Background: an optimization exercise with open tools, aiming at small area, a short achievable clock period and few clock cycles per item. Do not read the settings as production practice. The RTL was checked by simulation tests, not by an equivalence proof against the original design.

==> flow/design.v (outline; a module is shown in full before it is edited, if it fits) <==
// module vn_sqrt_cell: 76 lines
// module vn_sumsq: 5724 lines
// module vn_div_cell: 25 lines
// module vn_sub: 33 lines
// module vector3_normalize_core: 277 lines
module vector3_normalize_core (
	input  logic              clk,
	input  logic              arst_n,
	input  logic              vec_valid,
	output logic              vec_ready,
	input  logic signed [23:0] vec_in_x,
	input  logic signed [23:0] vec_in_y,
	input  logic signed [23:0] vec_in_z,
	output logic              res_valid,
	input  logic              res_ready,
	output logic signed [17:0] res_unit_x,
	output logic signed [17:0] res_unit_y,
	output logic signed [17:0] res_unit_z,
	output logic [23:0]       res_magnitude,
	output logic              res_zero_vector
);
  // ...
==> flow/flow/run.sh <==
#!/bin/bash
set -euo pipefail
bash standard.sh SETUP_SLACK_MARGIN=8 finish > standard.log 2>&1
==> flow/standard.sh <==
#!/bin/bash
# synth_recipe.tcl (not shown) runs the flow's synth.tcl, then flattens the netlist and writes it again
# the make line also repeats each setting of config.mk as NAME=value (left out here)
make -C /OpenROAD-flow-scripts/flow DESIGN_CONFIG=/design/flow/config.mk WORK_HOME=/design/flow/orfs CLKGATE_MAP_FILE= SYNTH_SCRIPT=/design/flow/synth_recipe.tcl "${@:-finish}"
==> flow/config.mk <==
export PLATFORM = sky130hd
export DESIGN_NAME = vector3_normalize_core
export DESIGN_NICKNAME = vector3_normalize_core
export VERILOG_FILES = /design/flow/design.v
export SDC_FILE = /design/flow/constraint.sdc
export NUM_CORES = 4
export LEC_CHECK = 0
export ABC_CLOCK_PERIOD_IN_PS = 3500
export CAP_MARGIN = 20
export CORE_MARGIN = 2
export CORE_UTILIZATION = 60
export SLEW_MARGIN = 20
==> flow/constraint.sdc <==
create_clock -name core_clock -period 12.0 [get_ports {clk}]
set_input_delay 2.4000 -clock core_clock [delete_from_list [all_inputs] [get_ports {clk}]]
set_output_delay 2.4000 -clock core_clock [all_outputs]
set_load 0.01 [all_outputs]
==> results by group, run 1 <==
Timing
  – Minimum clock period: approximately 4.2 ns
  – Final Hold Fails: 0
  – Fin crit share: 35.2%

Worst setup path
  – Number of gates on the worst path with buffers counted: 15
  – Crit Path Category: flop to flop
  – Worst path cell trace: ha_1 > nand2_1 > nor2_1 > a221oi_4 > o21ai_4 > a221o_2 > o41a_4 > a311oi_4 > nor3b_4 > a221oi_4 > xor2_2 > ha_2 > nand2_2 > nand4_1 > xor2_1
  – Max FO, Critical Path: 6
  – Worst Path Buf+Inv: 0

Cells and area
  – Area growth syn-to-layout: 12.9%
  – Sequential share of cell area: 39.9%
  – Seq_cells: approximately 3,600
  – Largest class: multi-input gates
  – FILL cells: about 29,000

Clocking
  – TritonCTS buffer count: 378
  – H-tree levels: 5

Drt
  – Final wirelength: 739,000 um
  – Length of routed met3 wiring: around 72,000 um
  – # DRC: 0
  – Wire length on met2: 318,000 um

Logic synthesis
  – Syn avg cell area: ~12 um^2
  – Count of cell types in the netlist: roughly 120
  – Post-Synth XOR/XNOR Area: about 5.5%
  – Ys flop type: edfxtp_1
  – Ys Warns: 15
  – Synth cell count leaders: 3,448 x edfxtp_1, 2,216 x ha_1, 1,692 x inv_1
  – Compound-gate portion of the synthesized area: between 10% and 20%
  – Post-synth EDFFs: roughly 3,400
  – Async SR Flop Fraction: 1.37%

GRT
  – Met2 GRT Util: 54.0%
  – Initial antenna violation count: 40
  – Vias in the first global route: 161,000
  – Largest net degree at the start of global routing: between 150 and 200
  – GR Util All Layers: 36.1%

Placement
  – PortBufs: between 150 and 200
  – Dpl ws: 6.68 ns

Outcome
  – Status: finished clean

Floorplan
  – Die Wd: 632 um
Testbench counts, summed over its fixed seeds: cycles 8,096, items 8,000.
==> module vector3_normalize_core, before the edit <==
module vector3_normalize_core (
	input  logic              clk,
	input  logic              arst_n,
	input  logic              vec_valid,
	output logic              vec_ready,
	input  logic signed [23:0] vec_in_x,
	input  logic signed [23:0] vec_in_y,
	input  logic signed [23:0] vec_in_z,
	output logic              res_valid,
	input  logic              res_ready,
	output logic signed [17:0] res_unit_x,
	output logic signed [17:0] res_unit_y,
	output logic signed [17:0] res_unit_z,
	output logic [23:0]       res_magnitude,
	output logic              res_zero_vector
);
	localparam logic [11:0] SCUT = 12'b1111_1111_1111;
	localparam logic [7:0]  DCUT = 8'b0111_1111;
	localparam int NE = 25;
	localparam int EI = 0;            
	localparam int ET = 1;            
	localparam int EC = 2;            
	localparam int E0 = 3;            
	localparam int ES = 4;            
	localparam int ED = 16;           
	localparam int EP = 23;           
	logic [NE-1:0] s_cp_q;
	logic [NE-1:0] enc;
	logic          o_vld_q, s_vld_q, rdy_q;
	logic          en;
	assign enc       = ~s_cp_q;
	assign s_vld_q   = s_cp_q[NE-1];
	assign en        = enc[NE-1];
	assign vec_ready = rdy_q;
	logic [71:0]      in_q;
	logic             in_vld_q;
	always_ff @(posedge clk or negedge arst_n) begin
		if (!arst_n) in_vld_q <= 1'b0;
		else if (enc[EI]) in_vld_q <= vec_valid;
	end
	always_ff @(posedge clk) begin
		if (enc[EI]) in_q <= {vec_in_z, vec_in_y, vec_in_x};
	end
	logic [71:0]      abs_c, abs_b_q, abs_c_q;
	logic [2:0]       neg_c, neg_b_q, neg_c_q;
	logic [47:0]      sum_c;
	logic             b_vld_q, c_vld_q;
	for (genvar i = 0; i < 3; i++) begin : g_abs
		wire [23:0] c = in_q[24*i +: 24];
		assign neg_c[i] = c[23];
		assign abs_c[24*i +: 24] = c[23] ? 24'(-c) : c;
	end
	vn_sumsq u_sumsq (
		.clk (clk),
		.en  (enc[ET]),
		.x   (in_q[23:0]),
		.y   (in_q[47:24]),
		.z   (in_q[71:48]),
		.sum (sum_c)
	);
	always_ff @(posedge clk or negedge arst_n) begin
		if (!arst_n) begin
			b_vld_q <= 1'b0;
			c_vld_q <= 1'b0;
		end else if (enc[EC]) begin
			b_vld_q <= in_vld_q;
			c_vld_q <= b_vld_q;
		end
	end
	always_ff @(posedge clk) begin
		if (enc[EC]) begin
			abs_b_q <= abs_c;
			neg_b_q <= neg_c;
			abs_c_q <= abs_b_q;
			neg_c_q <= neg_b_q;
		end
	end
	wire [12:0][47:0]       sn;
	wire [12:0][24:0]       sr;
	wire [12:0][23:0]       sq;
	wire [12:0][25:0]       su;
	wire [12:0][25:0]       sm3;
	wire [12:0][71:0]       sa;
	wire [12:0][2:0]        sg;
	wire [12:0]             sv;
	assign sv[0] = c_vld_q;
	assign sn[0] = sum_c;
	assign sa[0] = abs_c_q;
	assign sg[0] = neg_c_q;
	assign sr[0] = '0;
	assign sq[0] = '0;
	assign su[0] = 26'd1;
	assign sm3[0] = '0;
	for (genvar j = 0; j < 12; j++) begin : g_sqrt
		logic [24:0] r_nx;
		logic [23:0] q_nx;
		logic [25:0] u_nx, m3_nx;
		vn_sqrt_cell #(.J(j)) u_cell (
			.r_i  (sr[j]),
			.n4_i (sn[j][47:44]),
			.q_i  (sq[j]),
			.u_i  (su[j]),
			.r_o  (r_nx),
			.q_o  (q_nx),
			.u_o  (u_nx),
			.m3_o (m3_nx)
		);
		if (SCUT[j]) begin : g_reg
			logic             v_q;
			logic [47:0]      n_q;
			logic [24:0]      r_q;
			logic [23:0]      q_q;
			logic [25:0]      u_q, m3_q;
			logic [71:0]      a_q;
			logic [2:0]       g_q;
			always_ff @(posedge clk or negedge arst_n) begin
				if (!arst_n) v_q <= 1'b0;
				else if (enc[EC]) v_q <= sv[j];
			end
			always_ff @(posedge clk) begin
				if (enc[ES+j]) begin
					n_q <= {sn[j][43:0], 4'b0000};
					r_q <= r_nx;
					q_q <= q_nx;
					u_q <= u_nx;
					m3_q <= m3_nx;
					a_q <= sa[j];
					g_q <= sg[j];
				end
			end
			assign sv[j+1] = v_q;
			assign sn[j+1] = n_q;
			assign sr[j+1] = r_q;
			assign sq[j+1] = q_q;
			assign su[j+1] = u_q;
			assign sm3[j+1] = m3_q;
			assign sa[j+1] = a_q;
			assign sg[j+1] = g_q;
		end else begin : g_wire
			assign sv[j+1] = sv[j];
			assign sn[j+1] = {sn[j][43:0], 4'b0000};
			assign sr[j+1] = r_nx;
			assign sq[j+1] = q_nx;
			assign su[j+1] = u_nx;
			assign sm3[j+1] = m3_nx;
			assign sa[j+1] = sa[j];
			assign sg[j+1] = sg[j];
		end
	end
	wire [8:0][23:0]       dm;
	wire [8:0][25:0]       dm3;
	wire [8:0][71:0]       drem;
	wire [8:0][47:0]       dq;
	wire [8:0][2:0]        dg;
	wire [8:0][2:0]        de;
	wire [8:0]             dz;
	wire [8:0]             dv;
	assign dm[0]   = sq[12];
	assign dm3[0]  = sm3[12];
	assign drem[0] = sa[12];
	assign dq[0]   = '0;
	assign dg[0]   = sg[12];
	assign dz[0]   = sq[12] == '0;
	assign dv[0]   = sv[12];
	for (genvar i = 0; i < 3; i++) begin : g_eq
		assign de[0][i] = sa[12][24*i +: 24] == sq[12];
	end
	for (genvar k = 0; k < 8; k++) begin : g_div
		logic [71:0]      rem_nx;
		logic [47:0]      q_nx;
		for (genvar i = 0; i < 3; i++) begin : g_lane
			logic [1:0] d;
			vn_div_cell u_cell (
				.m_i   (dm[k]),
				.m3_i  (dm3[k]),
				.rem_i (drem[k][24*i +: 24]),
				.rem_o (rem_nx[24*i +: 24]),
				.d_o   (d)
			);
			assign q_nx[16*i +: 16] = {dq[k][16*i +: 14], d};
		end
		if (DCUT[k]) begin : g_reg
			logic             v_q;
			logic [23:0]      m_q;
			logic [25:0]      m3_q;
			logic [71:0]      rem_q;
			logic [47:0]      q_q;
			logic [2:0]       g_q;
			logic [2:0]       e_q;
			logic             z_q;
			always_ff @(posedge clk or negedge arst_n) begin
				if (!arst_n) v_q <= 1'b0;
				else if (enc[EC]) v_q <= dv[k];
			end
			always_ff @(posedge clk) begin
				if (enc[ED+k]) begin
					m_q   <= dm[k];
					m3_q  <= dm3[k];
					rem_q <= rem_nx;
					q_q   <= q_nx;
					g_q   <= dg[k];
					e_q   <= de[k];
					z_q   <= dz[k];
				end
			end
			assign dv[k+1]   = v_q;
			assign dm[k+1]   = m_q;
			assign dm3[k+1]  = m3_q;
			assign drem[k+1] = rem_q;
			assign dq[k+1]   = q_q;
			assign dg[k+1]   = g_q;
			assign de[k+1]   = e_q;
			assign dz[k+1]   = z_q;
		end else begin : g_wire
			assign dv[k+1]   = dv[k];
			assign dm[k+1]   = dm[k];
			assign dm3[k+1]  = dm3[k];
			assign drem[k+1] = rem_nx;
			assign dq[k+1]   = q_nx;
			assign dg[k+1]   = dg[k];
			assign de[k+1]   = de[k];
			assign dz[k+1]   = dz[k];
		end
	end
	logic [47:0] pq_q;
	logic [2:0]  pg_q, pe_q;
	logic [23:0] pm_q;
	logic        pz_q, p_vld_q;
	logic [53:0] unit_c;
	logic [78:0] word_c;
	always_ff @(posedge clk or negedge arst_n) begin
		if (!arst_n) p_vld_q <= 1'b0;
		else if (enc[EC]) p_vld_q <= dv[8];
	end
	always_ff @(posedge clk) begin
		if (enc[EP]) begin
			pq_q <= dq[8];
			pg_q <= dg[8];
			pe_q <= de[8];
			pm_q <= dm[8];
			pz_q <= dz[8];
		end
	end
	for (genvar i = 0; i < 3; i++) begin : g_unit
		wire [17:0] q = {2'b00, pq_q[16*i +: 16]};
		assign unit_c[18*i +: 18] = pz_q ? 18'd0 :
			pe_q[i] ? (pg_q[i] ? 18'h30000 : 18'h10000) :
			pg_q[i] ? 18'(-q) : q;
	end
	assign word_c = {unit_c[17:0], unit_c[35:18], unit_c[53:36], pm_q, pz_q};
	logic [78:0] o_q, s_q;
	logic        push, pop, o_load;
	assign push   = en && p_vld_q;
	assign pop    = o_vld_q && res_ready;
	assign o_load = pop || !o_vld_q;
	always_ff @(posedge clk or negedge arst_n) begin
		if (!arst_n) begin
			o_vld_q <= 1'b0;
			s_cp_q  <= '0;
			rdy_q   <= 1'b1;
		end else begin
			if (o_load) o_vld_q <= s_vld_q || push;
			for (int e = 0; e < NE; e++) begin
				if (s_cp_q[e]) s_cp_q[e] <= !pop;
				else           s_cp_q[e] <= o_vld_q && !pop && p_vld_q;
			end
			if (rdy_q) rdy_q <= !(o_vld_q && !pop && p_vld_q);
			else       rdy_q <= pop;
		end
	end
	always_ff @(posedge clk) begin
		if (o_load) o_q <= s_vld_q ? s_q : word_c;
		if (!s_vld_q) s_q <= word_c;
	end
	assign res_valid       = o_vld_q;
	assign {res_unit_x, res_unit_y, res_unit_z, res_magnitude, res_zero_vector} = o_q;
endmodule
==> inputs of run 2 (changes only) <==
--- a/flow/design.v
+++ b/flow/design.v
@@ -5791,17 +5791,17 @@
 			r2850 <= s2756;
 			r2851 <= c2753;
 			r2852 <= s2758;
 			r2853 <= c2755;
 			r2854 <= s2760;
 			r2855 <= c2757;
 		end
 	end
-	assign sum = {r2854, r2852, r2850, r2848, r2846, r2844, r2842, r2840, r2838, r2836, r2834, r2832, r2830, r2828, r2826, r2824, r2822, r2820, r2818, r2816, r2814, r2812, r2810, r2808, r2806, r2804, r2802, r2800, r2798, r2796, r2794, r2792, r2790, r2788, r2786, r2784, r2782, r2780, r2778, r2776, r2774, r2772, r2770, r2768, r2766, r2764, r2763, r2761} + {r2855, r2853, r2851, r2849, r2847, r2845, r2843, r2841, r2839, r2837, r2835, r2833, r2831, r2829, r2827, r2825, r2823, r2821, r2819, r2817, r2815, r2813, r2811, r2809, r2807, r2805, r2803, r2801, r2799, r2797, r2795, r2793, r2791, r2789, r2787, r2785, r2783, r2781, r2779, r2777, r2775, r2773, r2771, r2769, r2767, r2765, 1'b0, r2762};
+	vn_add #(.W(48)) u_cpa (.a({r2854, r2852, r2850, r2848, r2846, r2844, r2842, r2840, r2838, r2836, r2834, r2832, r2830, r2828, r2826, r2824, r2822, r2820, r2818, r2816, r2814, r2812, r2810, r2808, r2806, r2804, r2802, r2800, r2798, r2796, r2794, r2792, r2790, r2788, r2786, r2784, r2782, r2780, r2778, r2776, r2774, r2772, r2770, r2768, r2766, r2764, r2763, r2761}), .b({r2855, r2853, r2851, r2849, r2847, r2845, r2843, r2841, r2839, r2837, r2835, r2833, r2831, r2829, r2827, r2825, r2823, r2821, r2819, r2817, r2815, r2813, r2811, r2809, r2807, r2805, r2803, r2801, r2799, r2797, r2795, r2793, r2791, r2789, r2787, r2785, r2783, r2781, r2779, r2777, r2775, r2773, r2771, r2769, r2767, r2765, 1'b0, r2762}), .s(sum));
 endmodule
 module vn_div_cell (
 	input  logic [23:0] m_i,
 	input  logic [25:0] m3_i,
 	input  logic [23:0] rem_i,
 	output logic [23:0] rem_o,
 	output logic [1:0]  d_o
 );
@@ -5851,16 +5851,43 @@
 			end
 		end
 	end
 	assign c[0]   = 1'b1;
 	assign c[W:1] = G[L*W +: W];
 	assign d      = p0 ^ c[W-1:0];
 	assign ge     = c[W];
 endmodule
+module vn_add #(
+	parameter int W = 48
+) (
+	input  logic [W-1:0] a,
+	input  logic [W-1:0] b,
+	output logic [W-1:0] s
+);
+	localparam int L = (W > 32) ? 6 : (W > 16) ? 5 : (W > 8) ? 4 : (W > 4) ? 3 : (W > 2) ? 2 : 1;
+	logic [W-1:0]       p0;
+	logic [(L+1)*W-1:0] G, P;
+	assign p0       = a ^ b;
+	assign G[W-1:0] = a & b;
+	assign P[W-1:0] = p0;
+	for (genvar l = 0; l < L; l++) begin : g_l
+		for (genvar i = 0; i < W; i++) begin : g_i
+			if ((i >> l) % 2 == 1) begin : g_op
+				localparam int J = ((i >> l) << l) - 1;
+				assign G[(l+1)*W+i] = G[l*W+i] | (P[l*W+i] & G[l*W+J]);
+				assign P[(l+1)*W+i] = P[l*W+i] & P[l*W+J];
+			end else begin : g_pass
+				assign G[(l+1)*W+i] = G[l*W+i];
+				assign P[(l+1)*W+i] = P[l*W+i];
+			end
+		end
+	end
+	assign s = p0 ^ {G[L*W +: W-1], 1'b0};
+endmodule
 module vector3_normalize_core (
 	input  logic              clk,
 	input  logic              arst_n,
 	input  logic              vec_valid,
 	output logic              vec_ready,
 	input  logic signed [23:0] vec_in_x,
 	input  logic signed [23:0] vec_in_y,
 	input  logic signed [23:0] vec_in_z,
@@ -5869,32 +5896,33 @@
 	output logic signed [17:0] res_unit_x,
 	output logic signed [17:0] res_unit_y,
 	output logic signed [17:0] res_unit_z,
 	output logic [23:0]       res_magnitude,
 	output logic              res_zero_vector
 );
 	localparam logic [11:0] SCUT = 12'b1111_1111_1111;
 	localparam logic [7:0]  DCUT = 8'b0111_1111;
-	localparam int NE = 25;
+	localparam int NE = 26;
 	localparam int EI = 0;            
 	localparam int ET = 1;            
 	localparam int EC = 2;            
 	localparam int E0 = 3;            
 	localparam int ES = 4;            
 	localparam int ED = 16;           
 	localparam int EP = 23;           
+	localparam int ER = 24;           
 	logic [NE-1:0] s_cp_q;
 	logic [NE-1:0] enc;
-	logic          o_vld_q, s_vld_q, rdy_q;
+	logic          o_vld_q, s_vld_q;
 	logic          en;
 	assign enc       = ~s_cp_q;
 	assign s_vld_q   = s_cp_q[NE-1];
 	assign en        = enc[NE-1];
-	assign vec_ready = rdy_q;
+	assign vec_ready = enc[ER];
 	logic [71:0]      in_q;
 	logic             in_vld_q;
 	always_ff @(posedge clk or negedge arst_n) begin
 		if (!arst_n) in_vld_q <= 1'b0;
 		else if (enc[EI]) in_vld_q <= vec_valid;
 	end
 	always_ff @(posedge clk) begin
 		if (enc[EI]) in_q <= {vec_in_z, vec_in_y, vec_in_x};
@@ -6110,25 +6138,22 @@
 	logic        push, pop, o_load;
 	assign push   = en && p_vld_q;
 	assign pop    = o_vld_q && res_ready;
 	assign o_load = pop || !o_vld_q;
 	always_ff @(posedge clk or negedge arst_n) begin
 		if (!arst_n) begin
 			o_vld_q <= 1'b0;
 			s_cp_q  <= '0;
-			rdy_q   <= 1'b1;
 		end else begin
 			if (o_load) o_vld_q <= s_vld_q || push;
 			for (int e = 0; e < NE; e++) begin
 				if (s_cp_q[e]) s_cp_q[e] <= !pop;
 				else           s_cp_q[e] <= o_vld_q && !pop && p_vld_q;
 			end
-			if (rdy_q) rdy_q <= !(o_vld_q && !pop && p_vld_q);
-			else       rdy_q <= pop;
 		end
 	end
 	always_ff @(posedge clk) begin
 		if (o_load) o_q <= s_vld_q ? s_q : word_c;
 		if (!s_vld_q) s_q <= word_c;
 	end
 	assign res_valid       = o_vld_q;
 	assign {res_unit_x, res_unit_y, res_unit_z, res_magnitude, res_zero_vector} = o_q;
==> flow/config.mk (replaced) <==
export PLATFORM = sky130hd
export DESIGN_NAME = vector3_normalize_core
export DESIGN_NICKNAME = vector3_normalize_core
export VERILOG_FILES = /design/flow/design.v
export SDC_FILE = /design/flow/constraint.sdc
export NUM_CORES = 4
export LEC_CHECK = 0
export ABC_CLOCK_PERIOD_IN_PS = 3500
export CAP_MARGIN = 20
export CORE_MARGIN = 2
export CORE_UTILIZATION = 65
export PLACE_DENSITY = 0.72
export SLEW_MARGIN = 20
==> run 2 against run 1 <==
Cell area up 0.84%; cell count decreased by 1.7%; core utilization increased by 6.8 points; first-iteration DRC count shrank 6.7%; still clean; sequential cell count unchanged; critical path depth rose by 5; critical endpoint is now g_sqrt[0].g_reg.u_q[2]$_SDFFCE_PP0N_; global-route usage up 1.4 points; register-to-register slack gained 0.05 ns; critical path type unchanged; via count is 0.36% higher; area after synthesis down 0.63%.
==> results by group, run 2 <==
Drt
  – Via count: 170,000 (was 169,000)
  – # DRC: 0 (unchanged)
  – Vias per std cell: 6.39 (was 6.26)
  – DR pass1 iterations: 7 (was 8)
  – Drt first-iter violations: 17,100 (was 18,300)
  – Final wirelength: 722,000 um (was 739,000 um)
  – WL/cell: 27.2 um (was 27.4 um)
  – Post-route ant nets: 0 (unchanged)

Floorplan
  – Area of the core: 359,000 um^2 (was 392,000 um^2)
  – Initial Util: 65.3% (was 60.3%)
  – Die H: 605 um (was 632 um)
  – Die Wd: 605 um (was 632 um)
  – Die area: 366,000 um^2 (was 399,000 um^2)
  – Row count: 220 (was 230)
  – I/O pin count: 157 (unchanged)

Logic synthesis
  – Post-synthesis sequential area ratio: 45.3% (was 45.0%)
  – Post-synthesis simple-gate area fraction: 9.86% (was 9.76%)
  – Ys flop type: edfxtp_1 (unchanged)
  – Top cells by area, synth: edfxtp_1 44%, ha_1 12%, fa_1 9.5% (was edfxtp_1 44%, ha_1 12%, fa_1 9.4%)
  – Count of cell types in the netlist: 118 (was 124)
  – Syn avg cell area: 11.5 um^2 (about the same)
  – Yosys top cell by area: edfxtp_1 (unchanged)
  – Yosys reg bits: 3,576 (unchanged)
  – Count leader, synth: edfxtp_1 (unchanged)
  – Main combinational cell family by area after synthesis: adder cells (unchanged)
  – Post-Syn Area: 235,000 um^2 (was 236,000 um^2)
  – Post-Synth XOR/XNOR Area: 5.58% (was 5.53%)
  – Synth Net Count: 23,800 (was 23,900)
  – Cells after Synth: 20,400 (was 20,500)
  – Async SR Flop Fraction: 1.37% (unchanged)
  – Compound-gate portion of the synthesized area: 12.9% (was 13.3%)
  – Ys Warns: 15 (unchanged)
  – Post-synth EDFFs: 3,448 (unchanged)
  – Mux contribution to synthesized area: 1.36% (was 1.64%)
  – Post-synth top area share: 44.1% (was 43.8%)
  – Adder-Cell Fraction of Synth Area: 21.3% (was 21.1%)
  – Synth cell count leaders: 3,448 x edfxtp_1, 2,216 x ha_1, 1,693 x inv_1 (was 3,448 x edfxtp_1, 2,216 x ha_1, 1,692 x inv_1)

GRT
  – Initial antenna violation count: 36 (was 40)
  – First-pass GRT wire length: 1,020,000 um (was 1,060,000 um)
  – Remaining Overflow, GRT: 0 (unchanged)
  – GR Util All Layers: 37.5% (was 36.1%)
  – Largest net degree at the start of global routing: 172 (unchanged)
  – Vias in the first global route: 163,000 (was 161,000)

Outcome
  – Status: finished clean (unchanged)

Worst setup path
  – CP required: 12.72 ns (was 12.71 ns)
  – Max FO, Critical Path: 4 (was 6)
  – Crit path capture type: flop (unchanged)
  – Arr. time, crit path: 4.89 ns (was 4.93 ns)
  – Crit Path Category: flop to flop (unchanged)
  – Startpoint Class: flop (unchanged)

Timing
  – Setup TNS Final: 0 ns (unchanged)
  – Worst Hold Slack: 0.385 ns (was 0.395 ns)
  – Final Max Slew Viols: 0 (unchanged)
  – Unrepaired setup endpoints after global routing: true (unchanged)
  – Minimum clock period: 4.17 ns (was 4.22 ns)
  – FMAX: 240 MHz (was 237 MHz)
  – Worst-margin pin slew: 1.25 ns (was 1.26 ns)
  – Final WS setup: 7.83 ns (was 7.78 ns)
  – Final setup viols: 0 (unchanged)
  – Clk_skew: 0.0694 ns (was 0.0748 ns)
  – Max_slew headroom: 16.5% (was 15.2%)
  – Fin crit share: 34.7% (was 35.2%)
  – Final Hold Fails: 0 (unchanged)

Cells and area
  – Non-Filler Instances: 26,500 (was 27,000)
  – FILL cells: 23,800 (was 29,500)
  – Nets@finish: 24,800 (about the same)
  – Commonest non-fill, non-tap cell in the layout: edfxtp_1 (unchanged)
  – Register area: 106,000 um^2 (about the same)
  – Max FFs per register: 864 (unchanged)
  – Area growth syn-to-layout: 14.5% (was 12.9%)
  – Most flops, register: g_sqrt.g_reg.a_q (unchanged)
  – Layout cells sized above 1: 13.2% (was 11.2%)
  – Commonest non-fill, non-tap cells in the layout: 3,448 x edfxtp_1, 2,173 x ha_1, 1,556 x inv_1, 1,262 x nand2_1, 1,111 x fa_1 (was 3,448 x edfxtp_1, 2,182 x ha_1, 1,569 x inv_1, 1,246 x nand2_1, 1,107 x fa_1)
  – Multi-input gate area: 125,000 um^2 (about the same)
  – Largest regs: g_sqrt.g_reg.a_q x864, g_div.g_reg.rem_q x504, g_sqrt.g_reg.n_q x264 (unchanged)

Clocking
  – Clk Latency, worst-skew pair: 1.00 ns (about the same)
  – Clk root buf: clkbuf_16 (unchanged)
  – Worst-path clk slew: 0.07 ns (about the same)
  – Clk buf depth: 4 (unchanged)
  – TritonCTS buffer count: 368 (was 378)
  – H-tree levels: 5 (unchanged)
  – CTS tree: built (unchanged)
  – Sink Count: 3,576 (unchanged)

Placement
  – Dpl ws: 6.20 ns (was 6.68 ns)
  – Placed Cells: 24,900 (was 25,600)
  – PortBufs: 156 (unchanged)
  – Dpl hpwl: 505,000 um (was 544,000 um)
  – RePlAce Congestion: 0.985 (was 0.982)

Hold path
  – Hold Path Class: flop to flop (unchanged)

Job
  – Max-cap viol count: 0 (unchanged)
==> run 2: logic make-up after synthesis <==
kind of cell | count (synthesis)
simple gates | 4715
compound gates | 4648
flops | 3576
fa+ha+maj | 3328
buf+inv | 2287
xor+xnor | 1496
mux | 305
==> run 2: final cells by class <==
cell class                      instances  area share, %
Sequential cell                      3576           39.5
Antenna cell                           55         0.0512
Clock inverter                        249           1.15
Multi-Input combinational cell      14500           46.4
Inverter                             1705           2.52
Clock buffer                          435           3.56
Tap cell                             4773           2.22
Timing Repair Buffer                 1218           4.57
==> run 2: final timing paths <==
check,start,to,slack [ns],depth (start not counted)
setup / recovery,u_sumsq.r2795$_DFFE_PN_,g_sqrt[0].g_reg.u_q[2]$_SDFFCE_PP0N_,7.83,20
hold / removal,g_sqrt[9].g_reg.a_q[19]$_DFFE_PN_,g_sqrt[10].g_reg.a_q[19]$_DFFE_PN_,0.38,0
setup reg to reg,u_sumsq.r2795$_DFFE_PN_,g_sqrt[0].g_reg.u_q[2]$_SDFFCE_PP0N_,7.83,20
hold reg to reg,g_sqrt[9].g_reg.a_q[19]$_DFFE_PN_,g_sqrt[10].g_reg.a_q[19]$_DFFE_PN_,0.38,0
max in group asynchronous,arst_n,s_cp_q[15]$_DFF_PN0_,9.84,2
min in group asynchronous,arst_n,g_div[5].g_reg.v_q$_DFFE_PN0N_,1.55,2
==> run 2: layer usage <==
layer | vias to the layer above | share of wire [%] | GRT usage, %
met5 | - | 0.013 | 0
met4 | 12 | 8.3 | 25.6
met3 | 2225 | 9.0 | 5.96
met2 | 8784 | 46 | 61.2
met1 | 82600 | 37 | 46.1
li1 | 75800 | - | -
==> run 2: what timing repair did <==
item,CTS,global route
buffers inserted,334,399
gates cloned,25,74
hold buffers,0,0
resized for setup,938,849
pin swaps,129,325
setup endpoints to repair,890,710
==> run 2: critical path, stage by stage, from the launching register on <==
cell       delay [ns]
edfxtp_1         0.37
ha_1             0.37
a21oi_1          0.15
nor2_1           0.07
a211oi_2         0.38
o31a_1           0.23
a31oi_4          0.11
o2111ai_4        0.25
buf_12           0.16
o22ai_4          0.12
o21a_1           0.22
a41o_1           0.23
a21oi_2          0.24
xor2_2           0.20
ha_2             0.23
inv_2            0.06
nor3_2           0.09
a21oi_1          0.06
mux2i_1          0.14
a21oi_1          0.07
xor2_1           0.14
==> run 2: per-stage QoR <==
| stage | utilization (%) | cell area [um^2] |
|---|---|---|
| final | 74.8 | 269000 |
| after floorplan | - | 235000 |
| after global routing | 74.8 | 269000 |
| after CTS | 72.5 | 261000 |
| after detailed placement | 67.4 | 242000 |
| after global placement | 67.4 | 242000 |
Testbench counts of run 2, summed over its fixed seeds: cycles 8,096, items 8,000.
==> inputs of run 3 (changes only) <==
==> flow/flow/run.sh (replaced) <==
#!/bin/bash
# The standard layout (the standard.sh: unchanged synthesis and steps),
# with two layout settings changed:
#  - clock tree synthesis runs with ORFS's default arguments plus
#    -dont_use_dummy_load.
# Full tool output goes to standard.log here and to ORFS's own logs under
# orfs/logs/.
set -euo pipefail
bash standard.sh SETUP_SLACK_MARGIN=7.9 \
	"CTS_ARGS=-sink_clustering_enable -repair_clock_nets -dont_use_dummy_load" \
	finish > standard.log 2>&1
--- a/flow/config.mk
+++ b/flow/config.mk
@@ -9,5 +9,5 @@
 export CAP_MARGIN = 20
 export CORE_MARGIN = 2
-export CORE_UTILIZATION = 65
-export PLACE_DENSITY = 0.72
+export CORE_UTILIZATION = 62
+export PLACE_DENSITY = 0.7
 export SLEW_MARGIN = 20
==> run 3 against run 2 <==
Now fails the layout checks on max-capacitance violations, max-slew violations; first-iteration DRC count rose by 12%; sequential cell count did not move; fmax fell by 0.22%; highest routed layer unchanged; setup slack got worse by 0.0091 ns; area after synthesis did not move; largest cell class unchanged; critical endpoint unchanged.
==> results by group, run 3 <==
Clocking
  – Clk buf depth: 4 (unchanged)
  – TritonCTS buffer count: 375 (was 368)
  – CTS tree: built (unchanged)
  – CTS Hold Bufs: 0 (unchanged)
  – Sink Count: 3,576 (unchanged)
  – Clk root buf: clkbuf_16 (unchanged)
  – Clk Latency, worst-skew pair: 1.01 ns (was 1.00 ns)
  – H-tree levels: 5 (unchanged)
  – Worst-path clk slew: 0.06 ns (was 0.07 ns)

GRT
  – Grt met3 use: 7.34% (was 5.96%)
  – Gr busiest metal: met2 (unchanged)
  – Vias in the first global route: 158,000 (was 163,000)
  – Largest net degree at the start of global routing: 179 (was 172)
  – Initial antenna violation count: 51 (was 36)
  – Remaining Overflow, GRT: 0 (unchanged)
  – Met1 Use GR: 51.3% (was 46.1%)
  – First-pass GRT wire length: 1,040,000 um (was 1,020,000 um)
  – Met2 GRT Util: 55.0% (was 61.2%)
  – GR Util All Layers: 36.9% (was 37.5%)

Timing
  – Max_slew headroom: -5.57% (was 16.5%)
  – Clk_skew: 0.0959 ns (was 0.0694 ns)
  – Setup TNS Final: 0 ns (unchanged)
  – Unrepaired setup endpoints after global routing: true (unchanged)
  – Final setup viols: 0 (unchanged)
  – Worst-margin pin slew: 1.57 ns (was 1.25 ns)
  – Minimum clock period: 4.18 ns (was 4.17 ns)
  – Final Max Slew Viols: 9 (was 0)
  – Fin crit share: 34.8% (was 34.7%)
  – Final Hold Fails: 0 (unchanged)
  – Worst Hold Slack: 0.382 ns (was 0.385 ns)
  – FMAX: 239 MHz (was 240 MHz)

Placement
  – PortBufs: 156 (unchanged)
  – Dpl hpwl: 534,000 um (was 505,000 um)
  – RePlAce Congestion: 0.997 (was 0.985)

Logic synthesis
  – Post-synth top area share: 44.1% (unchanged)
  – Count leader, synth: edfxtp_1 (unchanged)
  – Synth cell count leaders: 3,448 x edfxtp_1, 2,216 x ha_1, 1,693 x inv_1 (unchanged)
  – Ys flop type: edfxtp_1 (unchanged)
  – Count of cell types in the netlist: 118 (unchanged)
  – Yosys reg bits: 3,576 (unchanged)
  – Post-Syn Area: 235,000 um^2 (unchanged)
  – Synth Net Count: 23,800 (unchanged)
  – Post-synth EDFFs: 3,448 (unchanged)
  – Post-synthesis sequential area ratio: 45.3% (unchanged)
  – Async SR Flop Fraction: 1.37% (unchanged)
  – Yosys top cell by area: edfxtp_1 (unchanged)
  – Top cells by area, synth: edfxtp_1 44%, ha_1 12%, fa_1 9.5% (unchanged)
  – Cells after Synth: 20,400 (unchanged)
  – Syn avg cell area: 11.5 um^2 (unchanged)
  – Ys Warns: 15 (unchanged)

Cells and area
  – Nets@finish: 24,700 (was 24,800)
  – Core Util, Final: 69.8% (was 74.8%)
  – Most flops, register: g_sqrt.g_reg.a_q (unchanged)
  – Layout cells sized above 1: 11.0% (was 13.2%)
  – Largest regs: g_sqrt.g_reg.a_q x864, g_div.g_reg.rem_q x504, g_sqrt.g_reg.n_q x264 (unchanged)
  – Commonest non-fill, non-tap cell in the layout: edfxtp_1 (unchanged)
  – Commonest non-fill, non-tap cells in the layout: 3,448 x edfxtp_1, 2,181 x ha_1, 1,564 x inv_1, 1,275 x nand2_1, 1,132 x a21oi_1 (was 3,448 x edfxtp_1, 2,173 x ha_1, 1,556 x inv_1, 1,262 x nand2_1, 1,111 x fa_1)
  – Max FFs per register: 864 (unchanged)
  – Area growth syn-to-layout: 12.4% (was 14.5%)

Floorplan
  – Die H: 619 um (was 605 um)
  – I/O pin count: 157 (unchanged)
  – Die Wd: 619 um (was 605 um)
  – Area of the core: 378,000 um^2 (was 359,000 um^2)
  – Row count: 226 (was 220)
  – Initial Util: 62.1% (was 65.3%)
  – Die area: 384,000 um^2 (was 366,000 um^2)

Drt
  – Final wirelength: 743,000 um (was 722,000 um)
  – Post-route ant nets: 0 (unchanged)
  – Vias per std cell: 6.38 (was 6.39)
  – DR pass1 iterations: 7 (unchanged)
  – # DRC: 0 (unchanged)
  – Via count: 168,000 (was 170,000)
  – WL/cell: 28.2 um (was 27.2 um)
  – Drt first-iter violations: 19,200 (was 17,100)

Worst setup path
  – Startpoint Class: flop (unchanged)
  – Crit path capture type: flop (unchanged)
  – FF-to-FF path depth: 20 (unchanged)
  – R2r endpoint: g_sqrt[0].g_reg.u_q[2]$_SDFFCE_PP0N_ (unchanged)
  – Max FO, Critical Path: 4 (unchanged)
  – Crit Path Category: flop to flop (unchanged)
  – Arr. time, crit path: 4.86 ns (was 4.89 ns)
  – CP required: 12.68 ns (was 12.72 ns)
  – Reg2reg setup slack: 7.82 ns (was 7.83 ns)
  – FF-to-FF Start: u_sumsq.r2762$_DFFE_PN_ (was u_sumsq.r2795$_DFFE_PN_)

Outcome
  – Status: finished with violations (was finished clean)
  – Layout Check Fails: max-capacitance violations, max-slew violations

Hold path
  – Worst hold start: g_sqrt[3].g_reg.a_q[44]$_DFFE_PN_ (was g_sqrt[9].g_reg.a_q[19]$_DFFE_PN_)
  – Hold Path Class: flop to flop (unchanged)
  – Hold Crit Depth: 0 (unchanged)
  – Worst Hold Path EP: g_sqrt[4].g_reg.a_q[44]$_DFFE_PN_ (was g_sqrt[10].g_reg.a_q[19]$_DFFE_PN_)

Job
  – Max-cap viol count: 1 (was 0)
## run 3: cell counts after synthesis
Identical to the previous run, type by type.
## run 3: through the flow
stage | setup slack (ns) | instance area (um^2) | std cells
after floorplan | 5.78 | 235000 | 20400
after global placement | 6.53 | 243000 | 25200
after detailed placement | 6.51 | 243000 | 25200
after CTS | 7.71 | 257000 | 25900
after global routing | 7.69 | 264000 | 26300
final | 7.82 | 264000 | 26300
## run 3: layer usage
| layer | up-vias | share of wire (%) |
|---|---|---|
| li1 | 75300 | - |
| met1 | 82200 | 40 |
| met2 | 8845 | 43 |
| met3 | 1836 | 11 |
| met4 | 18 | 6.4 |
| met5 | - | 0.016 |
## run 3: worst max-delay path by stage
stage | start | end | slack (ns) | depth (start not counted)
final | u_sumsq.r2762$_DFFE_PN_ | g_sqrt[0].g_reg.u_q[2]$_SDFFCE_PP0N_ | 7.82 | 20
after CTS | u_sumsq.r2761$_DFFE_PN_ | g_sqrt[0].g_reg.u_q[2]$_SDFFCE_PP0N_ | 7.71 | 20
after detailed placement | g_sqrt[10].g_reg.r_q[14]$_DFFE_PN_ | g_sqrt[11].g_reg.m3_q[4]$_DFFE_PN_ | 6.51 | 15
after global routing | u_sumsq.r2762$_DFFE_PN_ | g_sqrt[0].g_reg.u_q[2]$_SDFFCE_PP0N_ | 7.69 | 20
after global placement | g_sqrt[10].g_reg.r_q[13]$_DFFE_PN_ | g_sqrt[11].g_reg.m3_q[10]$_DFFE_PN_ | 6.53 | 15
after floorplan | s_cp_q[1]$_DFF_PN0_ | u_sumsq.r2133$_DFFE_PN_ | 5.78 | 1
## run 3: cell type report
cell class / instances / area, um^2
well taps: 5016 / 6280
fillers: 27400 / 114000
repair inverters: 1 / 5.00
diodes: 55 / 138
clock buffers: 375 / 9380
flip-flops and latches: 3576 / 106000
inverters: 1705 / 6770
repair buffers: 1104 / 10800
multi-input cells: 14500 / 124000
## run 3: what timing repair did
item                       CTS  global route
pin swaps                  109           246
gates cloned                20            57
setup endpoints to repair  840           689
gates resized for setup    647           611
buffers inserted           293           368
## run 3: kinds of logic (layout without fill, tap and decap cells)
logic type                 count (synthesis)  in the layout  synth area share [%]
other                                      0             55                     0
xor gates and xnor gates                1496           1496                  5.58
and+or+nand+nor                         4715           4731                  9.86
AOI/OAI and AO/OA                       4648           4656                  12.9
buffers and inverters                   2287           3185                  3.73
muxes                                    305            305                  1.36
adders and majority gates               3328           3328                  21.3
DFF                                     3576           3576                  45.3
## run 3: worst max-delay path, stage by stage, from the launching register on
cell and delay [ns]:
edfxtp_1 0.44, ha_4 0.22, ha_4 0.19, a211oi_4 0.21, o21bai_2 0.14, nor4_4 0.25
o21bai_4 0.17, nor2b_4 0.19, o2111ai_4 0.32, o22ai_4 0.12, o21a_1 0.20, a41o_1 0.21
a21oi_2 0.15, xor2_1 0.21, ha_2 0.23, inv_2 0.06, nor3_2 0.11, a21oi_1 0.07
mux2i_1 0.18, a21oi_1 0.07, xor2_1 0.15
==> inputs of run 4 (changes only) <==
--- a/flow/design.v
+++ b/flow/design.v
@@ -5900,5 +5900,5 @@
 	output logic              res_zero_vector
 );
-	localparam logic [11:0] SCUT = 12'b1111_1111_1111;
+	localparam logic [11:0] SCUT = 12'b1111_1111_1110;
 	localparam logic [7:0]  DCUT = 8'b0111_1111;
 	localparam int NE = 26;
@@ -5970,8 +5970,23 @@
 	wire [12:0][2:0]        sg;
 	wire [12:0]             sv;
-	assign sv[0] = c_vld_q;
-	assign sn[0] = sum_c;
-	assign sa[0] = abs_c_q;
-	assign sg[0] = neg_c_q;
+	logic             sv0_q;
+	logic [47:0]      sn0_q;
+	logic [71:0]      sa0_q;
+	logic [2:0]       sg0_q;
+	always_ff @(posedge clk or negedge arst_n) begin
+		if (!arst_n) sv0_q <= 1'b0;
+		else if (enc[EC]) sv0_q <= c_vld_q;
+	end
+	always_ff @(posedge clk) begin
+		if (enc[E0]) begin
+			sn0_q <= sum_c;
+			sa0_q <= abs_c_q;
+			sg0_q <= neg_c_q;
+		end
+	end
+	assign sv[0] = sv0_q;
+	assign sn[0] = sn0_q;
+	assign sa[0] = sa0_q;
+	assign sg[0] = sg0_q;
 	assign sr[0] = '0;
 	assign sq[0] = '0;
==> run 4 against run 3 <==
Now clean on timing, DRC and antenna; critical path depth decreased by 2; first-iteration DRC count increased by 1.3%; global-route usage increased by 0.72 points; register-to-register slack got worse by 0.12 ns; die area about the same; synthesized cell count increased by 0.34%; cell area decreased by 0.14%; highest routed layer unchanged; area after synthesis about the same; setup slack got worse by 0.12 ns; sequential share of layout area about the same.
==> results by group, run 4 <==
Logic synthesis
  – Syn avg cell area: 11.5 um^2 (about the same)
  – Async SR Flop Fraction: 1.37% (about the same)
  – Yosys reg bits: 3,572 (was 3,576)
  – Ys Warns: 15 (unchanged)
  – Count leader, synth: edfxtp_1 (unchanged)
  – Synth cell count leaders: 3,444 x edfxtp_1, 2,216 x ha_1, 1,685 x inv_1 (was 3,448 x edfxtp_1, 2,216 x ha_1, 1,693 x inv_1)
  – Post-synth top area share: 44.1% (about the same)
  – Post-synth EDFFs: 3,444 (was 3,448)
  – Synth Net Count: 23,800 (about the same)
  – Yosys top cell by area: edfxtp_1 (unchanged)
  – Cells after Synth: 20,400 (about the same)
  – Top cells by area, synth: edfxtp_1 44%, ha_1 12%, fa_1 9.5% (unchanged)
  – Count of cell types in the netlist: 104 (was 118)
  – Post-synthesis sequential area ratio: 45.3% (about the same)
  – Ys flop type: edfxtp_1 (unchanged)
  – Post-Syn Area: 235,000 um^2 (about the same)

Floorplan
  – Row count: 225 (was 226)
  – I/O pin count: 157 (unchanged)
  – Die Wd: 619 um (about the same)
  – Die area: 383,000 um^2 (was 384,000 um^2)
  – Die H: 619 um (about the same)
  – Initial Util: 62.4% (was 62.1%)
  – Area of the core: 376,000 um^2 (was 378,000 um^2)

Cells and area
  – Most flops, register: g_sqrt.g_reg.a_q (unchanged)
  – Commonest non-fill, non-tap cells in the layout: 3,444 x edfxtp_1, 2,181 x ha_1, 1,567 x inv_1, 1,342 x nand2_1, 1,112 x fa_1 (was 3,448 x edfxtp_1, 2,181 x ha_1, 1,564 x inv_1, 1,275 x nand2_1, 1,132 x a21oi_1)
  – Multi-input gate area: 124,000 um^2 (about the same)
  – Max FFs per register: 792 (was 864)
  – Non-Filler Instances: 26,400 (was 26,300)
  – Register area: 106,000 um^2 (about the same)
  – Layout cells sized above 1: 10.7% (was 11.0%)
  – Nets@finish: 24,700 (about the same)
  – Commonest non-fill, non-tap cell in the layout: edfxtp_1 (unchanged)
  – Largest regs: g_sqrt.g_reg.a_q x792, g_div.g_reg.rem_q x504, g_sqrt.g_reg.n_q x220 (was g_sqrt.g_reg.a_q x864, g_div.g_reg.rem_q x504, g_sqrt.g_reg.n_q x264)
  – Area growth syn-to-layout: 12.3% (was 12.4%)
  – FILL cells: 27,300 (was 27,400)
  – Design area: 264,000 um^2 (about the same)

Worst setup path
  – Worst Path Buf+Inv: 6 (was 1)
  – Worst path cell trace: inv_4 > buf_6 > buf_6 > buf_6 > ha_4 > a21o_1 > a21o_4 > a2111oi_4 > nor3_4 > or4b_4 > and2_4 > a221oi_4 > o21ai_4 > buf_12 > buf_16 > mux2_2 > a21oi_2 > a21oi_2 (was ha_4 > ha_4 > a211oi_4 > o21bai_2 > nor4_4 > o21bai_4 > nor2b_4 > o2111ai_4 > o22ai_4 > o21a_1 > a41o_1 > a21oi_2 > xor2_1 > ha_2 > inv_2 > nor3_2 > a21oi_1 > mux2i_1 > a21oi_1 > xor2_1)
  – Crit path max-delay family: compound AO/OA/AOI/OAI gates (unchanged)
  – Crit path capture type: flop (unchanged)
  – Largest stage delay on the critical path: 0.59 ns (was 0.44 ns)
  – CP required: 12.64 ns (was 12.68 ns)
  – CP max-delay cell: or4b_4 (was edfxtp_1)
  – Max FO, Critical Path: 4 (unchanged)
  – Crit Path Category: flop to flop (unchanged)
  – Worst path most repeated cell: buf_6
  – Startpoint Class: flop (unchanged)
  – Arr. time, crit path: 4.94 ns (was 4.86 ns)

Timing
  – Clk_skew: 0.132 ns (was 0.0959 ns)
  – Final setup viols: 0 (unchanged)
  – Final Max Slew Viols: 0 (was 9)
  – Minimum clock period: 4.30 ns (was 4.18 ns)
  – Worst Hold Slack: 0.345 ns (was 0.382 ns)
  – Setup TNS Final: 0 ns (unchanged)
  – Fin crit share: 35.8% (was 34.8%)
  – Max_slew headroom: 22.9% (was -5.57%)
  – Final Hold Fails: 0 (unchanged)
  – FMAX: 233 MHz (was 239 MHz)
  – Unrepaired setup endpoints after global routing: true (unchanged)
  – Worst-margin pin slew: 1.15 ns (was 1.57 ns)

Job
  – Max-cap viol count: 0 (was 1)

Drt
  – Vias per std cell: 6.44 (was 6.38)
  – # DRC: 0 (unchanged)
  – DR pass1 iterations: 11 (was 7)
  – Final wirelength: 751,000 um (was 743,000 um)
  – Post-route ant nets: 0 (unchanged)
  – WL/cell: 28.5 um (was 28.2 um)
  – Via count: 170,000 (was 168,000)
  – Drt first-iter violations: 19,400 (was 19,200)

Clocking
  – TritonCTS buffer count: 372 (was 375)
  – Clk root buf: clkbuf_16 (unchanged)
  – Clk Latency, worst-skew pair: 0.98 ns (was 1.01 ns)
  – Sink Count: 3,572 (was 3,576)
  – Clk buf depth: 4 (unchanged)
  – CTS tree: built (unchanged)
  – CTS Hold Bufs: 0 (unchanged)
  – H-tree levels: 5 (unchanged)
  – Worst-path clk slew: 0.06 ns (about the same)

GRT
  – Remaining Overflow, GRT: 0 (unchanged)
  – Initial antenna violation count: 45 (was 51)
  – Vias in the first global route: 161,000 (was 158,000)
  – Largest net degree at the start of global routing: 158 (was 179)
  – First-pass GRT wire length: 1,060,000 um (was 1,040,000 um)
  – GR Util All Layers: 37.6% (was 36.9%)

Placement
  – Placed Cells: 25,300 (was 25,200)
  – Dpl hpwl: 548,000 um (was 534,000 um)
  – RePlAce Congestion: 1.01 (was 0.997)
  – PortBufs: 156 (unchanged)
  – Area post-placement: 243,000 um^2 (about the same)

Outcome
  – Status: finished clean (was finished with violations)

Hold path
  – Hold Path Class: flop to flop (unchanged)
run 4: cell types whose count changed after synthesis, sizes merged, moves of 26 or more:
cell	previous run	this run
nor3	280	356
o21ai	1019	1111
nand3	270	302
a21oi	1218	1187
o21a	309	282
nor2	1100	1072
o211ai	187	161
xnor2	913	864
a221o	15	41
and2	601	435
buf	118	62
clkbuf	464	503
xor2	583	627
nand2	1287	1366
run 4: final cells by class:
| type | instances | area share (%) |
|---|---|---|
| multi-input cells | 14600 | 47.1 |
| flip-flops and latches | 3572 | 40.3 |
| repair buffers | 1077 | 4.05 |
| clock buffers | 372 | 3.53 |
| inverters | 1699 | 2.59 |
| well taps | 4994 | 2.37 |
| diodes | 59 | 0.0560 |
run 4: repair_timing:
item	CTS	global route
cloned	18	49
resized for setup	756	576
pin swaps	108	221
setup endpoints to repair	881	673
setup buffers	279	332
run 4: stage by stage:
stage	utilization (%)	setup WS, ns
6_report	70.1	7.70
5_1_grt	70.1	7.58
4_1_cts	68.4	7.78
3_5_place_dp	64.6	6.35
3_3_place_gp	64.6	6.42
2_1_floorplan	-	5.78
run 4: kinds of logic (layout without fill, tap and decap cells):
| family | Yosys count | after routing | synth area share (%) |
|---|---|---|---|
| flops | 3572 | 3572 | 45.3 |
| buf+inv | 2264 | 3148 | 3.64 |
| fa+ha+maj | 3328 | 3328 | 21.3 |
| simple gates | 4738 | 4738 | 9.84 |
| mux | 314 | 314 | 1.40 |
| xor+xnor | 1491 | 1491 | 5.56 |
| compound gates | 4718 | 4733 | 13.0 |
| other cells | 0 | 59 | 0 |
run 4: worst paths after layout:
check | start | to | slack (ns) | cells past startpoint
hold / removal | abs_c_q[37]$_DFFE_PN_ | sa0_q[37]$_DFFE_PN_ | 0.34 | 0
setup reg to reg | g_div[4].g_reg.m_q[2]$_DFFE_PN_ | g_div[5].g_reg.rem_q[30]$_DFFE_PN_ | 7.70 | 18
setup / recovery | g_div[4].g_reg.m_q[2]$_DFFE_PN_ | g_div[5].g_reg.rem_q[30]$_DFFE_PN_ | 7.70 | 18
max in group asynchronous | arst_n | s_cp_q[25]$_DFF_PN0_ | 9.69 | 2
min in group asynchronous | arst_n | s_cp_q[17]$_DFF_PN0_ | 1.64 | 2
hold reg to reg | abs_c_q[37]$_DFFE_PN_ | sa0_q[37]$_DFFE_PN_ | 0.34 | 0
run 4: layer usage:
layer	track usage (%)	up-vias	part of all wire, %
met5	0	-	0.0093
met4	21.4	10	7.1
met3	8.19	2058	11
met2	56.7	9053	43
met1	50.6	82900	39
li1	-	75800	-
Testbench counts of run 4, summed over its fixed seeds: cycles 8,096, items 8,000.

static timing again, ports no longer ideal:
Ports are ideal in the flow. The routed layouts listed here were re-timed in OpenROAD.
Step 1 assumes that a clkbuf_16 drives the clock port and a buf_2 every other input.
Step 2 also shifts input and output timing later by t, the mid clock arrival at the registers, as if the neighbouring blocks saw the same clock.
a / b / c = ideal ports / drivers / drivers and shift; a / b = the first two.
run	shift t [ns]	setup WS [ns]	hold WS [ns]	pins driven straight from the clock port
run 1	1.093	7.781 / 7.781 / 7.315	0.395 / 0.395 / 0.395	1
run 2	1.089	7.831 / 7.831 / 7.313	0.385 / 0.385 / 0.385	1
run 3	1.071	7.822 / 7.782 / 7.256	0.382 / 0.382 / 0.382	1
run 4	1.072	7.700 / 7.700 / 7.265	0.345 / 0.345 / 0.345	1
The setup slack of run 3, which loses most, moves by -0.040 ns with the drivers and by -0.566 ns with both steps.
